Context: an optimization exercise on an open-source flow, tuned for small area, a short achievable clock period and few clock cycles. The choices shown serve that exercise and are no tape-out recipe.
Function was checked by simulation only, so behaviour that the tests miss may differ from the original.
Power is estimated from default activity; no workload was simulated.

==> flow/design.v <==
package cpu16_pkg;
	typedef logic [16-1:0]        word_t;     
	typedef logic [$clog2(16)-1:0]  reg_idx_t;  
	typedef logic [3:0]                      flags_t;    
	typedef enum logic [1:0] {
		PH_FETCH   = 2'd0,  
		PH_DECODE  = 2'd1,  
		PH_EXECUTE = 2'd2,  
		PH_COMMIT  = 2'd3   
	} phase_t;
	typedef struct packed {
		logic [1:0] group;      
		logic [2:0] alu_op;     
		logic       const_arg;  
		reg_idx_t   ra;         
		reg_idx_t   rb;         
		logic [3:0] imm;        
		logic       ld;         
		logic       st;         
		logic       ldi;        
		logic [1:0] incdec;     
		logic       jump;       
		logic       rel;        
		logic       halt;       
	} ctrl_t;
	typedef struct packed {
		logic  write;  
		word_t addr;
		word_t wdata;
	} mem_req_t;
endpackage
`timescale 1ns/100ps
module cpu16_top (
	input  logic        CLK,
	input  logic        rst_n,
	input  logic        imem_ack,
	input  logic [15:0] imem_data,
	input  logic        dmem_ack,
	input  logic [15:0] dmem_rdata,
	output logic        imem_req,
	output logic [15:0] imem_addr,
	output logic        dmem_req,
	output logic [32:0] dmem_cmd,
	output logic        halted
);
	logic        ph;        
	logic [15:0] ir;        
	logic [15:0] a;         
	logic [15:0] b;         
	logic [15:0] fa;        
	logic [3:0]  flags;     
	logic [15:0] res_q;     
	logic        c_q;       
	logic        wr_q;      
	logic        dm_pend;   
	logic        halted_r;
	logic        tk_abs;    
	logic        tk_rel;    
	logic [15:0] regs [16];
	logic x_halt;   
	logic x_mem;    
	logic x_ld;     
	logic x_wr;     
	logic x_alu;    
	logic x_xw;     
	logic x_lw;     
	logic x_arith, x_sub, x_and, x_or, x_xor, x_shl, x_shr, x_mov;
	logic dm_wait, f_acc, x_go;
	assign dm_wait = dm_pend && !dmem_ack;
	assign f_acc   = !ph && imem_ack && !dm_wait;
	assign x_go    = ph && !dm_pend;
	logic [15:0] incval;
	assign incval = ir[13] ? b - 16'd1 : b + 16'd1;
	logic        we, w_ra, w_ld;
	logic [3:0]  waddr;
	logic [15:0] wdata;
	assign w_ld  = x_ld && dm_pend;
	assign we    = wr_q || (dm_pend && dmem_ack && x_lw) || (x_go && x_xw);
	assign w_ra  = wr_q || w_ld;
	assign waddr = w_ra ? ir[7:4] : ir[3:0];
	assign wdata = wr_q ? res_q : (w_ld ? dmem_rdata : incval);
	logic [15:0] rf_d, rf_en;
	assign rf_d = rst_n ? wdata : 16'd0;
	always_comb
		for (int i = 0; i < 16; i++)
			rf_en[i] = !rst_n || (we && waddr == 4'(i));
	always_ff @(posedge CLK)
		for (int i = 0; i < 16; i++)
			if (rf_en[i])
				regs[i] <= rf_d;
	logic [3:0] flags_n;
	assign flags_n = (wr_q && x_alu) ? {c_q, res_q == 16'd0, ~^res_q, res_q[15]} : flags;
	logic [1:0]  d_grp;
	logic [3:0]  d_aluf;
	logic        d_ldi, d_mem, d_ld, d_alu, d_incdec, d_const, d_sub, d_shl, d_fsel, d_taken;
	assign d_grp    = imem_data[15:14];
	assign d_aluf   = imem_data[13:10];
	assign d_alu    = (d_grp == 2'b11);
	assign d_ldi    = (d_grp == 2'b01) && (imem_data[9:8] == 2'b01);
	assign d_mem    = (d_grp == 2'b01) && (imem_data[9:8] != 2'b01);
	assign d_ld     = d_mem && !imem_data[10];
	assign d_incdec = imem_data[13] ^ imem_data[12];
	assign d_const  = d_alu ? imem_data[8] : d_ldi;
	assign d_sub    = d_alu && (d_aluf == 4'b0010);
	assign d_shl    = d_alu && (d_aluf == 4'b0110);
	always_comb begin
		case (imem_data[9:8])
			2'b00:   d_fsel = flags_n[3];
			2'b01:   d_fsel = flags_n[2];
			2'b10:   d_fsel = flags_n[1];
			default: d_fsel = flags_n[0];
		endcase
	end
	assign d_taken = (d_grp == 2'b10) && (!imem_data[13] || (d_fsel == imem_data[12]));
	logic [15:0] rda, rdb, fwa, fwb, a_in, b_in;
	assign rda = regs[imem_data[7:4]];
	assign rdb = regs[imem_data[3:0]];
	assign fwa = (we && waddr == imem_data[7:4]) ? wdata : rda;
	assign fwb = (we && waddr == imem_data[3:0]) ? wdata : rdb;
	logic [15:0] fa_inc;
	assign fa_inc = fa + 16'd1;
	always_comb
		for (int i = 0; i < 16; i++)
			a_in[i] = (d_grp == 2'b10) ? fa_inc[i] : (d_shl ? fwa[15-i] : fwa[i]);
	assign b_in = (d_const ? {12'd0, imem_data[3:0]} : fwb) ^ {16{d_sub}};
	logic [15:0] alu_res, sh_rev;
	logic [16:0] sum, shr_wide;
	logic        alu_c;
	assign sum      = {1'b0, a} + {1'b0, b} + {16'd0, x_sub};
	assign shr_wide = {a, 1'b0} >> b[3:0];
	always_comb
		for (int i = 0; i < 16; i++)
			sh_rev[i] = shr_wide[16-i];
	assign alu_res = ({16{x_mov}} & b) | ({16{x_arith}} & sum[15:0]) |
		({16{x_and}} & (a & b)) | ({16{x_or}} & (a | b)) | ({16{x_xor}} & (a ^ b)) |
		({16{x_shl}} & sh_rev) | ({16{x_shr}} & shr_wide[16:1]);
	assign alu_c   = (x_arith && (sum[16] ^ x_sub)) || ((x_shl || x_shr) && shr_wide[0]);
	always_ff @(posedge CLK) begin
		if (!rst_n) begin
			ph       <= 1'b0;
			fa       <= 16'h0000;
			flags    <= '0;
			wr_q     <= 1'b0;
			dm_pend  <= 1'b0;
			halted_r <= 1'b0;
			tk_abs   <= 1'b0;
			tk_rel   <= 1'b0;
		end else begin
			wr_q  <= x_go && x_wr;
			flags <= flags_n;
			if (f_acc) begin
				ph     <= 1'b1;
				fa     <= fa_inc;
				tk_abs <= d_taken && !imem_data[10];
				tk_rel <= d_taken && imem_data[10];
			end
			if (x_go) begin
				ph     <= 1'b0;
				tk_abs <= 1'b0;
				tk_rel <= 1'b0;
				if (tk_abs)
					fa <= b;
				else if (tk_rel)
					fa <= sum[15:0];
				if (x_halt)
					halted_r <= 1'b1;
			end
			if (x_go && x_mem)
				dm_pend <= 1'b1;
			else if (dmem_ack)
				dm_pend <= 1'b0;
		end
	end
	always_ff @(posedge CLK) begin
		res_q <= alu_res;
		c_q   <= alu_c;
		if (f_acc) begin
			ir      <= imem_data;
			a       <= a_in;
			b       <= b_in;
			x_halt  <= (d_grp == 2'b00) && (imem_data[13:11] == 3'b001);
			x_mem   <= d_mem;
			x_ld    <= d_ld;
			x_wr    <= d_alu || d_ldi;
			x_alu   <= d_alu;
			x_xw    <= d_ld && d_incdec;
			x_lw    <= d_ld ? !(d_incdec && (imem_data[7:4] == imem_data[3:0])) : (d_mem && d_incdec);
			x_arith <= d_alu && (d_aluf[3:2] == 2'b00) && (d_aluf[1] ^ d_aluf[0]);
			x_sub   <= d_sub;
			x_and   <= d_alu && (d_aluf == 4'b0011);
			x_or    <= d_alu && (d_aluf == 4'b0100);
			x_xor   <= d_alu && (d_aluf == 4'b0101);
			x_shl   <= d_shl;
			x_shr   <= d_alu && (d_aluf == 4'b0111);
			x_mov   <= d_ldi || (d_alu && (d_aluf[3] || (d_aluf[2:0] == 3'b000)));
		end
	end
	assign halted    = halted_r || (ph && !dm_pend && x_halt);
	assign imem_req  = !halted_r && (ph ? (!dm_pend && !x_halt && !tk_rel) : (!imem_ack || dm_wait));
	assign imem_addr = tk_abs ? b : fa;
	assign dmem_req  = (ph && !dm_pend && x_mem) || dm_wait;
	assign dmem_cmd  = {ir[10], b, a};
endmodule
clock: 6.5 ns
lec_check: 0
abc_area: 1
cap_margin: 20
core_margin: 2
core_utilization: 55
setup_slack_margin: 3.5
slew_margin: 20
run.sh (not shown) runs the stock make flow with config.mk's settings and CLKGATE_MAP_FILE= SYNTH_SCRIPT=/design/flow/synth_recipe.tcl, a recipe that flattens the netlist after the stock synthesis.
Testbench counts at the start, summed over its fixed seeds: cycles 42,776.
Then changed:
--- a/flow/design.v
+++ b/flow/design.v
@@ -54,10 +54,12 @@
 	logic        wr_q;      
 	logic        dm_pend;   
 	logic        halted_r;
 	logic        tk_abs;    
 	logic        tk_rel;    
+	logic        fr_q;      
+	logic        fw_q;      
 	logic [15:0] regs [16];
 	logic x_halt;   
 	logic x_mem;    
 	logic x_ld;     
 	logic x_wr;     
@@ -133,21 +135,29 @@
 			sh_rev[i] = shr_wide[16-i];
 	assign alu_res = ({16{x_mov}} & b) | ({16{x_arith}} & sum[15:0]) |
 		({16{x_and}} & (a & b)) | ({16{x_or}} & (a | b)) | ({16{x_xor}} & (a ^ b)) |
 		({16{x_shl}} & sh_rev) | ({16{x_shr}} & shr_wide[16:1]);
 	assign alu_c   = (x_arith && (sum[16] ^ x_sub)) || ((x_shl || x_shr) && shr_wide[0]);
+	logic ph_n, halted_n, dm_pend_n;
+	assign ph_n      = f_acc ? 1'b1 : (x_go ? 1'b0 : ph);
+	assign halted_n  = halted_r || (x_go && x_halt);
+	assign dm_pend_n = (x_go && x_mem) ? 1'b1 : (dmem_ack ? 1'b0 : dm_pend);
 	always_ff @(posedge CLK) begin
 		if (!rst_n) begin
 			ph       <= 1'b0;
 			fa       <= 16'h0000;
 			flags    <= '0;
 			wr_q     <= 1'b0;
 			dm_pend  <= 1'b0;
 			halted_r <= 1'b0;
 			tk_abs   <= 1'b0;
 			tk_rel   <= 1'b0;
+			fr_q     <= 1'b1;
+			fw_q     <= 1'b0;
 		end else begin
+			fr_q <= ph_n == 1'b0 && !halted_n;
+			fw_q <= ph_n == 1'b0 && !halted_n && dm_pend_n;
 			wr_q  <= x_go && x_wr;
 			flags <= flags_n;
 			if (f_acc) begin
 				ph     <= 1'b1;
 				fa     <= fa_inc;
@@ -194,10 +204,11 @@
 			x_shr   <= d_alu && (d_aluf == 4'b0111);
 			x_mov   <= d_ldi || (d_alu && (d_aluf[3] || (d_aluf[2:0] == 3'b000)));
 		end
 	end
 	assign halted    = halted_r || (ph && !dm_pend && x_halt);
-	assign imem_req  = !halted_r && (ph ? (!dm_pend && !x_halt && !tk_rel) : (!imem_ack || dm_wait));
+	assign imem_req  = (ph && !halted_r && !dm_pend && !x_halt && !tk_rel) ||
+		(fr_q && !imem_ack) || (fw_q && !dmem_ack);
 	assign imem_addr = tk_abs ? b : fa;
 	assign dmem_req  = (ph && !dm_pend && x_mem) || dm_wait;
 	assign dmem_cmd  = {ir[10], b, a};
 endmodule
Outcome: Setup slack improves by 0.040 ns. Via count barely changes. Power came out lower by 6.8%. Sequential power shrinks by about 1%. Routed wire length is higher by 3.9%. Combinational power went down by 10%. Cell area fell by 1.0%. Final cell count goes down by 0.39%. Area after synthesis is about the same. Global-route usage came out higher by 1.2 points. Utilization came out lower by 0.68 points. Sequential share of layout area came out higher by 0.54 points. Worst hold slack improved by 0.0047 ns. Critical path depth decreases by 3.
Testbench counts after the change, summed over its fixed seeds: cycles 42,776.

## afterwards: timing with drivers on the ports
No port has a modelled driver above. Below, the same layouts with a new extraction and two added sets of constraints.
Step 1 (the two cells are an assumption about what drives the block):
set clk [get_ports {CLK}]
set_driving_cell -lib_cell sky130_fd_sc_hd__clkbuf_16 $clk
set_driving_cell -lib_cell sky130_fd_sc_hd__buf_2 [delete_from_list [all_inputs] $clk]
Step 2, shift: input delay + t, output delay - t, t = (earliest + latest rising clock arrival at the registers) / 2. This alone moves slack from input paths to output paths.
Three values: no drivers, after step 1, after step 2; two values: the first two.
| run | t, ns | setup slack, ns | hold WS [ns] | worst register clock-pin slew, ns | pins driven straight from the clock port |
|---|---|---|---|---|---|
| the first run | 0.619 | 3.335 / 3.305 / 2.858 | 0.502 / 0.502 / 0.502 | 0.07 / 0.07 | 1 |
| the second run | 0.631 | 3.375 / 3.331 / 2.817 | 0.507 / 0.507 / 0.507 | 0.07 / 0.07 | 1 |
After both steps setup and hold are still met in every run listed. For the second run, which loses most, drivers alone change the setup slack by -0.044 ns; drivers and shift together by -0.558 ns.
